This is an optimization exercise on Yosys and OpenROAD, whose aim is small area, a short achievable clock period and few clock cycles, not a production implementation.
At most, simulation tests tie the RTL to the original design; equivalence was not proved.

==> flow/design.v <==
package cled_pkg;
  localparam int MaxLen = 16;
  localparam int LenW = $clog2(MaxLen + 1);
  localparam int IdxW = (MaxLen > 1) ? $clog2(MaxLen) : 1;
  typedef enum logic [1:0] {
    OP_APPEND_A = 2'd0,
    OP_APPEND_B = 2'd1,
    OP_RUN      = 2'd2,
    OP_NONE     = 2'd3
  } op_t;
  typedef enum logic [1:0] {
    TAG_EQUAL  = 2'd0,
    TAG_DELETE = 2'd1,
    TAG_INSERT = 2'd2,
    TAG_WHOLE  = 2'd3
  } tag_t;
endpackage
module cled_ram #(
  parameter int Width = 8,
  parameter int Depth = 32
) (
  input  logic                     clk,
  input  logic                     we,
  input  logic [$clog2(Depth)-1:0] waddr,
  input  logic [Width-1:0]         wdata,
  input  logic [$clog2(Depth)-1:0] raddr,
  output logic [Width-1:0]         rdata
);
  logic [Width-1:0] mem [Depth];
  always_ff @(posedge clk) begin
    if (we) begin
      mem[waddr] <= wdata;
    end
    rdata <= mem[raddr];
  end
endmodule
module char_lcs_edit_script_unit (
  input  logic       clk,
  input  logic       rst,
  input  logic       start,
  output logic       busy,
  input  logic [1:0] op,
  input  logic [7:0] ch,
  output logic       strobe,
  output logic [1:0] tag,
  output logic [7:0] ch_res,
  output logic       last,
  output logic       overflow
);
  localparam int ML = cled_pkg::MaxLen;
  typedef enum logic [2:0] {
    S_IDLE,
    S_REF0,
    S_REF,
    S_TRACE,
    S_EMIT,
    S_FINAL
  } st_t;
  st_t state;
  logic        busy_r, strobe_r, last_r, dropped, tab_ok, pb_v, all_d, cur_k, at_m;
  logic        tw_v, tw_rec, d_r;
  logic [1:0]  tag_r;
  logic [7:0]  chres_r;
  logic [4:0]  len_a, len_b, ba, ta, ei;
  logic [3:0]  wslot, tw_slot;
  logic [15:0] prev_v, mt_r;
  logic [16:0] mask, cur_mask;
  logic [7:0]  mem_a [ML];
  logic [7:0]  mem_b [ML];
  logic [15:0] tab [ML];
  logic acc, acc_a, acc_b, acc_run, app_a, app_b;
  assign acc = start & ~busy_r & ~rst;
  assign acc_a = acc & (op == cled_pkg::OP_APPEND_A);
  assign acc_b = acc & (op == cled_pkg::OP_APPEND_B);
  assign acc_run = acc & (op == cled_pkg::OP_RUN);
  assign app_a = acc_a & ~len_a[4];
  assign app_b = acc_b & ~len_b[4];
  logic [7:0]  cmp_ch, rd_b;
  logic [15:0] mt;
  always_comb begin
    rd_b = mem_b[ba[3:0]];
    cmp_ch = (state == S_IDLE) ? ch : rd_b;
    for (int k = 0; k < ML; k++) mt[k] = (mem_a[k] == cmp_ch);
  end
  logic [15:0] vnew, hc;
  logic [15:0] gg [5];
  logic [15:0] pp [5];
  always_comb begin
    gg[0] = mt_r & ~prev_v;
    pp[0] = ~prev_v;
    for (int l = 0; l < 4; l++) begin
      for (int k = 0; k < ML; k++) begin
        if (k >= (1 << l)) begin
          gg[l+1][k] = gg[l][k] | (pp[l][k] & gg[l][k-(1<<l)]);
          pp[l+1][k] = pp[l][k] & pp[l][k-(1<<l)];
        end else begin
          gg[l+1][k] = gg[l][k];
          pp[l+1][k] = pp[l][k];
        end
      end
    end
    hc = gg[4];
    vnew[0] = mt_r[0] | prev_v[0];
    for (int k = 1; k < ML; k++) vnew[k] = ~hc[k-1] & (mt_r[k] | prev_v[k]);
  end
  logic [16:0] mrow, sq, tt, newmask;
  logic        d;
  always_comb begin
    mrow = {mt_r, 1'b0};
    sq = {mt_r | prev_v, 1'b1} & mask;
    tt = sq;
    tt = tt | (tt >> 1);
    tt = tt | (tt >> 2);
    tt = tt | (tt >> 4);
    tt = tt | (tt >> 8);
    tt = tt | (tt >> 16);
    d = |(sq & mrow & ~(tt >> 1));
    newmask = (tt >> 1) | (sq & ~mrow);
  end
  logic [16:0] moh;
  logic [4:0]  mbin;
  always_comb begin
    moh = mask & ~(mask >> 1);
    for (int b = 0; b < 5; b++) begin
      mbin[b] = 1'b0;
      for (int k = 0; k < 17; k++) if (((k >> b) & 1) == 1) mbin[b] = mbin[b] | moh[k];
    end
  end
  logic       f_del, f_eq, f_ident, f_last;
  logic [1:0] f_tag;
  logic [7:0] f_ch;
  always_comb begin
    f_del = newmask[1];
    f_eq = ~tt[2] & sq[1] & mrow[1];
    f_ident = all_d & f_eq & (len_a == len_b);
    f_last = ~f_del && (len_b == 5'd1) && (f_eq ? (len_a == 5'd1) : (len_a == '0));
    f_ch = (f_del | f_eq) ? mem_a[0] : mem_b[0];
    f_tag = f_del ? cled_pkg::TAG_DELETE : (f_eq ? cled_pkg::TAG_EQUAL : cled_pkg::TAG_INSERT);
  end
  logic [4:0]  ei1, ni;
  logic        del, eqs, step, lastn, ident;
  logic [1:0]  etag;
  logic [7:0]  ech;
  logic [15:0] rec;
  logic [16:0] rec_mask;
  logic [15:0] cm_hi;
  always_comb begin
    rec = tab[ta[3:0]];
    for (int k = 0; k < 17; k++) rec_mask[k] = (5'(k) <= rec[4:0]);
    ei1 = ei + 5'd1;
    cm_hi = cur_mask[16:1];
    del = at_m ? (ei < len_a) : (cm_hi[ei[3:0]] & ~ei[4]);
    eqs = ~del & cur_k;
    step = ~del;
    ni = (del | eqs) ? ei1 : ei;
    lastn = ((del | eqs) ? (ei1 == len_a) : (ei == len_a)) && (step ? (ta == len_b) : at_m);
    ech = (del | eqs) ? mem_a[ei[3:0]] : rd_b;
    etag = del ? cled_pkg::TAG_DELETE : (eqs ? cled_pkg::TAG_EQUAL : cled_pkg::TAG_INSERT);
    ident = all_d & ~mask[1] & (len_a == len_b);
  end
  always_ff @(posedge clk) begin
    if (rst) begin
      state <= S_IDLE;
      busy_r <= 1'b0;
      strobe_r <= 1'b0;
      len_a <= '0;
      len_b <= '0;
      dropped <= 1'b0;
      tab_ok <= 1'b1;
      pb_v <= 1'b0;
    end else begin
      pb_v <= app_b;
      if (app_a) begin
        len_a <= len_a + 5'd1;
        if (len_b != '0) tab_ok <= 1'b0;
      end
      if (app_b) len_b <= len_b + 5'd1;
      if ((acc_a & len_a[4]) | (acc_b & len_b[4])) dropped <= 1'b1;
      case (state)
        S_IDLE:
          if (acc_run) begin
            busy_r <= 1'b1;
            if (len_b == '0) state <= S_EMIT;
            else if (tab_ok) state <= S_TRACE;
            else state <= S_REF0;
          end
        S_REF0: state <= S_REF;
        S_REF: if ({1'b0, wslot} == len_b - 5'd1) state <= S_TRACE;
        S_TRACE:
          if (wslot == 4'd0) begin
            strobe_r <= 1'b1;
            state <= (f_ident || f_last) ? S_FINAL : S_EMIT;
          end
        S_EMIT: begin
          strobe_r <= 1'b1;
          if (ident || lastn) state <= S_FINAL;
        end
        S_FINAL: begin
          strobe_r <= 1'b0;
          busy_r <= 1'b0;
          state <= S_IDLE;
          len_a <= '0;
          len_b <= '0;
          dropped <= 1'b0;
          tab_ok <= 1'b1;
        end
        default: state <= S_IDLE;
      endcase
    end
  end
  always_ff @(posedge clk) begin
    if (tw_v) tab[tw_slot] <= tw_rec ? {10'd0, d_r, mbin} : prev_v;
    tw_v <= pb_v | (state == S_REF) | (state == S_TRACE);
    tw_slot <= wslot;
    tw_rec <= (state == S_TRACE);
  end
  always_ff @(posedge clk) begin
    if (app_a) mem_a[len_a[3:0]] <= ch;
    if (app_b) mem_b[len_b[3:0]] <= ch;
    if (state == S_IDLE && len_b == '0) prev_v <= '0;
    else if (pb_v) prev_v <= vnew;
    case (state)
      S_IDLE: begin
        if (app_b) begin
          mt_r <= mt;
          wslot <= len_b[3:0];
        end
        for (int k = 0; k < 17; k++) mask[k] <= (5'(k) <= len_a);
        all_d <= 1'b1;
        ei <= '0;
        if (tab_ok && len_b != '0) begin
          ba <= len_b - 5'd2;
          ta <= len_b - 5'd2;
        end else begin
          ba <= '0;
          ta <= 5'd1;
        end
        at_m <= (len_b == '0);
      end
      S_REF0: begin
        prev_v <= '0;
        mt_r <= mt;
        ba <= ba + 5'd1;
        wslot <= '0;
      end
      S_REF: begin
        prev_v <= vnew;
        if ({1'b0, wslot} == len_b - 5'd1) begin
          ba <= {1'b0, wslot} - 5'd1;
          ta <= {1'b0, wslot} - 5'd1;
        end else begin
          mt_r <= mt;
          ba <= ba + 5'd1;
          wslot <= wslot + 4'd1;
        end
      end
      S_TRACE: begin
        prev_v <= rec;
        mt_r <= mt;
        wslot <= wslot - 4'd1;
        mask <= newmask;
        d_r <= d;
        all_d <= all_d & d;
        if (wslot == 4'd0) begin
          ei <= (f_del | f_eq) ? 5'd1 : 5'd0;
          if (f_del) begin
            ba <= '0;
            ta <= 5'd1;
            cur_mask <= newmask;
            cur_k <= d;
            at_m <= 1'b0;
          end else begin
            ba <= 5'd1;
            ta <= 5'd2;
            cur_mask <= mask;
            cur_k <= d_r;
            at_m <= (len_b == 5'd1);
          end
          if (f_ident) begin
            tag_r <= cled_pkg::TAG_WHOLE;
            chres_r <= '0;
            last_r <= 1'b1;
          end else begin
            tag_r <= f_tag;
            chres_r <= f_ch;
            last_r <= f_last;
          end
        end else begin
          ba <= ba - 5'd1;
          ta <= ta - 5'd1;
        end
      end
      S_EMIT: begin
        ei <= ni;
        if (step) begin
          ba <= ta;
          ta <= ta + 5'd1;
          cur_mask <= rec_mask;
          cur_k <= rec[5];
          at_m <= (ta == len_b);
        end
        if (ident) begin
          tag_r <= cled_pkg::TAG_WHOLE;
          chres_r <= '0;
          last_r <= 1'b1;
        end else begin
          tag_r <= etag;
          chres_r <= ech;
          last_r <= lastn;
        end
      end
      default: ;
    endcase
  end
  assign busy = busy_r;
  assign strobe = strobe_r;
  assign tag = tag_r;
  assign ch_res = chres_r;
  assign last = last_r;
  assign overflow = dropped;
endmodule
clock: 7.5 ns
lec_check: 0
cap_margin: 20
core_margin: 2
core_utilization: 40
setup_slack_margin: 4.8
slew_margin: 20
tns_end_percent: 10
standard.sh (not shown) runs the stock make flow with config.mk's settings and CLKGATE_MAP_FILE= SYNTH_SCRIPT=/design/flow/synth_recipe.tcl, a recipe that flattens the netlist after the stock synthesis.
==> flow/flow/run.sh <==
#!/bin/bash
# the standard layout, with the port buffers taken from the plain buffer family
# (buf_4) instead of the delay cells buffer_ports picks by default; every input and
# output still gets its own buffer
set -o pipefail
cp standard.sh standard_sh_copy.txt
export BUFFER_PORTS_ARGS="-buffer_cell sky130_fd_sc_hd__buf_4"
bash standard.sh > standard_flow.log 2>&1
Testbench counts at the start, summed over its fixed seeds: cycles 15,636.
Then changed:
--- a/flow/design.v
+++ b/flow/design.v
@@ -50,23 +50,24 @@
   localparam int ML = cled_pkg::MaxLen;
   typedef enum logic [2:0] {
     S_IDLE,
     S_REF0,
     S_REF,
+    S_TR0,
     S_TRACE,
     S_EMIT,
     S_FINAL
   } st_t;
   st_t state;
   logic        busy_r, strobe_r, last_r, dropped, tab_ok, pb_v, all_d, cur_k, at_m;
   logic        tw_v, tw_rec, d_r;
   logic [1:0]  tag_r;
-  logic [7:0]  chres_r;
+  logic [7:0]  chres_r, bch;
   logic [4:0]  len_a, len_b, ba, ta, ei;
   logic [3:0]  wslot, tw_slot;
   logic [15:0] prev_v, mt_r;
-  logic [16:0] mask, cur_mask;
+  logic [16:0] mask, cur_mask, ei_oh;
   logic [7:0]  mem_a [ML];
   logic [7:0]  mem_b [ML];
   logic [15:0] tab [ML];
   logic acc, acc_a, acc_b, acc_run, app_a, app_b;
   assign acc = start & ~busy_r & ~rst;
@@ -74,14 +75,17 @@
   assign acc_b = acc & (op == cled_pkg::OP_APPEND_B);
   assign acc_run = acc & (op == cled_pkg::OP_RUN);
   assign app_a = acc_a & ~len_a[4];
   assign app_b = acc_b & ~len_b[4];
   logic [7:0]  cmp_ch, rd_b;
+  logic [4:0]  idle_addr, rb_addr;
   logic [15:0] mt;
   always_comb begin
-    rd_b = mem_b[ba[3:0]];
-    cmp_ch = (state == S_IDLE) ? ch : rd_b;
+    idle_addr = (tab_ok && len_b != '0) ? len_b - 5'd2 : '0;
+    rb_addr = (state == S_IDLE) ? idle_addr : ba;
+    rd_b = mem_b[rb_addr[3:0]];
+    cmp_ch = (state == S_IDLE) ? ch : bch;
     for (int k = 0; k < ML; k++) mt[k] = (mem_a[k] == cmp_ch);
   end
   logic [15:0] vnew, hc;
   logic [15:0] gg [5];
   logic [15:0] pp [5];
@@ -147,11 +151,11 @@
   always_comb begin
     rec = tab[ta[3:0]];
     for (int k = 0; k < 17; k++) rec_mask[k] = (5'(k) <= rec[4:0]);
     ei1 = ei + 5'd1;
     cm_hi = cur_mask[16:1];
-    del = at_m ? (ei < len_a) : (cm_hi[ei[3:0]] & ~ei[4]);
+    del = at_m ? (ei < len_a) : |(cm_hi & ei_oh[15:0]);
     eqs = ~del & cur_k;
     step = ~del;
     ni = (del | eqs) ? ei1 : ei;
     lastn = ((del | eqs) ? (ei1 == len_a) : (ei == len_a)) && (step ? (ta == len_b) : at_m);
     ech = (del | eqs) ? mem_a[ei[3:0]] : rd_b;
@@ -183,11 +187,12 @@
             if (len_b == '0) state <= S_EMIT;
             else if (tab_ok) state <= S_TRACE;
             else state <= S_REF0;
           end
         S_REF0: state <= S_REF;
-        S_REF: if ({1'b0, wslot} == len_b - 5'd1) state <= S_TRACE;
+        S_REF: if ({1'b0, wslot} == len_b - 5'd1) state <= S_TR0;
+        S_TR0: state <= S_TRACE;
         S_TRACE:
           if (wslot == 4'd0) begin
             strobe_r <= 1'b1;
             state <= (f_ident || f_last) ? S_FINAL : S_EMIT;
           end
@@ -213,10 +218,11 @@
     tw_v <= pb_v | (state == S_REF) | (state == S_TRACE);
     tw_slot <= wslot;
     tw_rec <= (state == S_TRACE);
   end
   always_ff @(posedge clk) begin
+    bch <= rd_b;
     if (app_a) mem_a[len_a[3:0]] <= ch;
     if (app_b) mem_b[len_b[3:0]] <= ch;
     if (state == S_IDLE && len_b == '0) prev_v <= '0;
     else if (pb_v) prev_v <= vnew;
     case (state)
@@ -226,15 +232,16 @@
           wslot <= len_b[3:0];
         end
         for (int k = 0; k < 17; k++) mask[k] <= (5'(k) <= len_a);
         all_d <= 1'b1;
         ei <= '0;
+        ei_oh <= 17'd1;
         if (tab_ok && len_b != '0) begin
-          ba <= len_b - 5'd2;
+          ba <= len_b - 5'd3;
           ta <= len_b - 5'd2;
         end else begin
-          ba <= '0;
+          ba <= (len_b == '0) ? 5'd0 : 5'd1;
           ta <= 5'd1;
         end
         at_m <= (len_b == '0);
       end
       S_REF0: begin
@@ -252,19 +259,21 @@
           mt_r <= mt;
           ba <= ba + 5'd1;
           wslot <= wslot + 4'd1;
         end
       end
+      S_TR0: ba <= ba - 5'd1;
       S_TRACE: begin
         prev_v <= rec;
         mt_r <= mt;
         wslot <= wslot - 4'd1;
         mask <= newmask;
         d_r <= d;
         all_d <= all_d & d;
         if (wslot == 4'd0) begin
           ei <= (f_del | f_eq) ? 5'd1 : 5'd0;
+          ei_oh <= (f_del | f_eq) ? 17'd2 : 17'd1;
           if (f_del) begin
             ba <= '0;
             ta <= 5'd1;
             cur_mask <= newmask;
             cur_k <= d;
@@ -290,10 +299,11 @@
           ta <= ta - 5'd1;
         end
       end
       S_EMIT: begin
         ei <= ni;
+        if (del | eqs) ei_oh <= ei_oh << 1;
         if (step) begin
           ba <= ta;
           ta <= ta + 5'd1;
           cur_mask <= rec_mask;
           cur_k <= rec[5];
Result: The changed run completed with no timing, DRC or antenna violations. Synthesized area rose by 3.5%. Setup slack is worse by 0.15 ns. Count of clock-buffer cells in the layout rose by 14. Cell area rose by 4.3%. Sequential cell count rose by 20.
Function not checked in the second run of this note: the RTL went through the layout flow alone.

## afterwards: timing with drivers on the ports
The flow's constraints put no driver on any port. The routed layouts listed below were extracted and timed again, unchanged, in two steps. Step 1 assumes that a clkbuf_16 drives the clock port and a buf_2 every other input. Step 2 times the ports against the registers' clock, not the clock port: input delays grow and output delays shrink by t, the midpoint of the rising clock arrivals with the driver on. a / b / c = no drivers / after step 1 / after step 2; a / b = the first two.
run | t (ns) | setup WS [ns] | clock arrival spread, ns
the first run | 0.671 | 4.753 / 4.689 / 4.167 | 0.029 / 0.029
the second run | 0.671 | 4.607 / 4.609 / 3.983 | 0.030 / 0.029
After both steps every run listed still meets setup and hold. For the second run, which loses most, drivers alone change the setup slack by +0.002 ns; drivers and shift together by -0.624 ns.
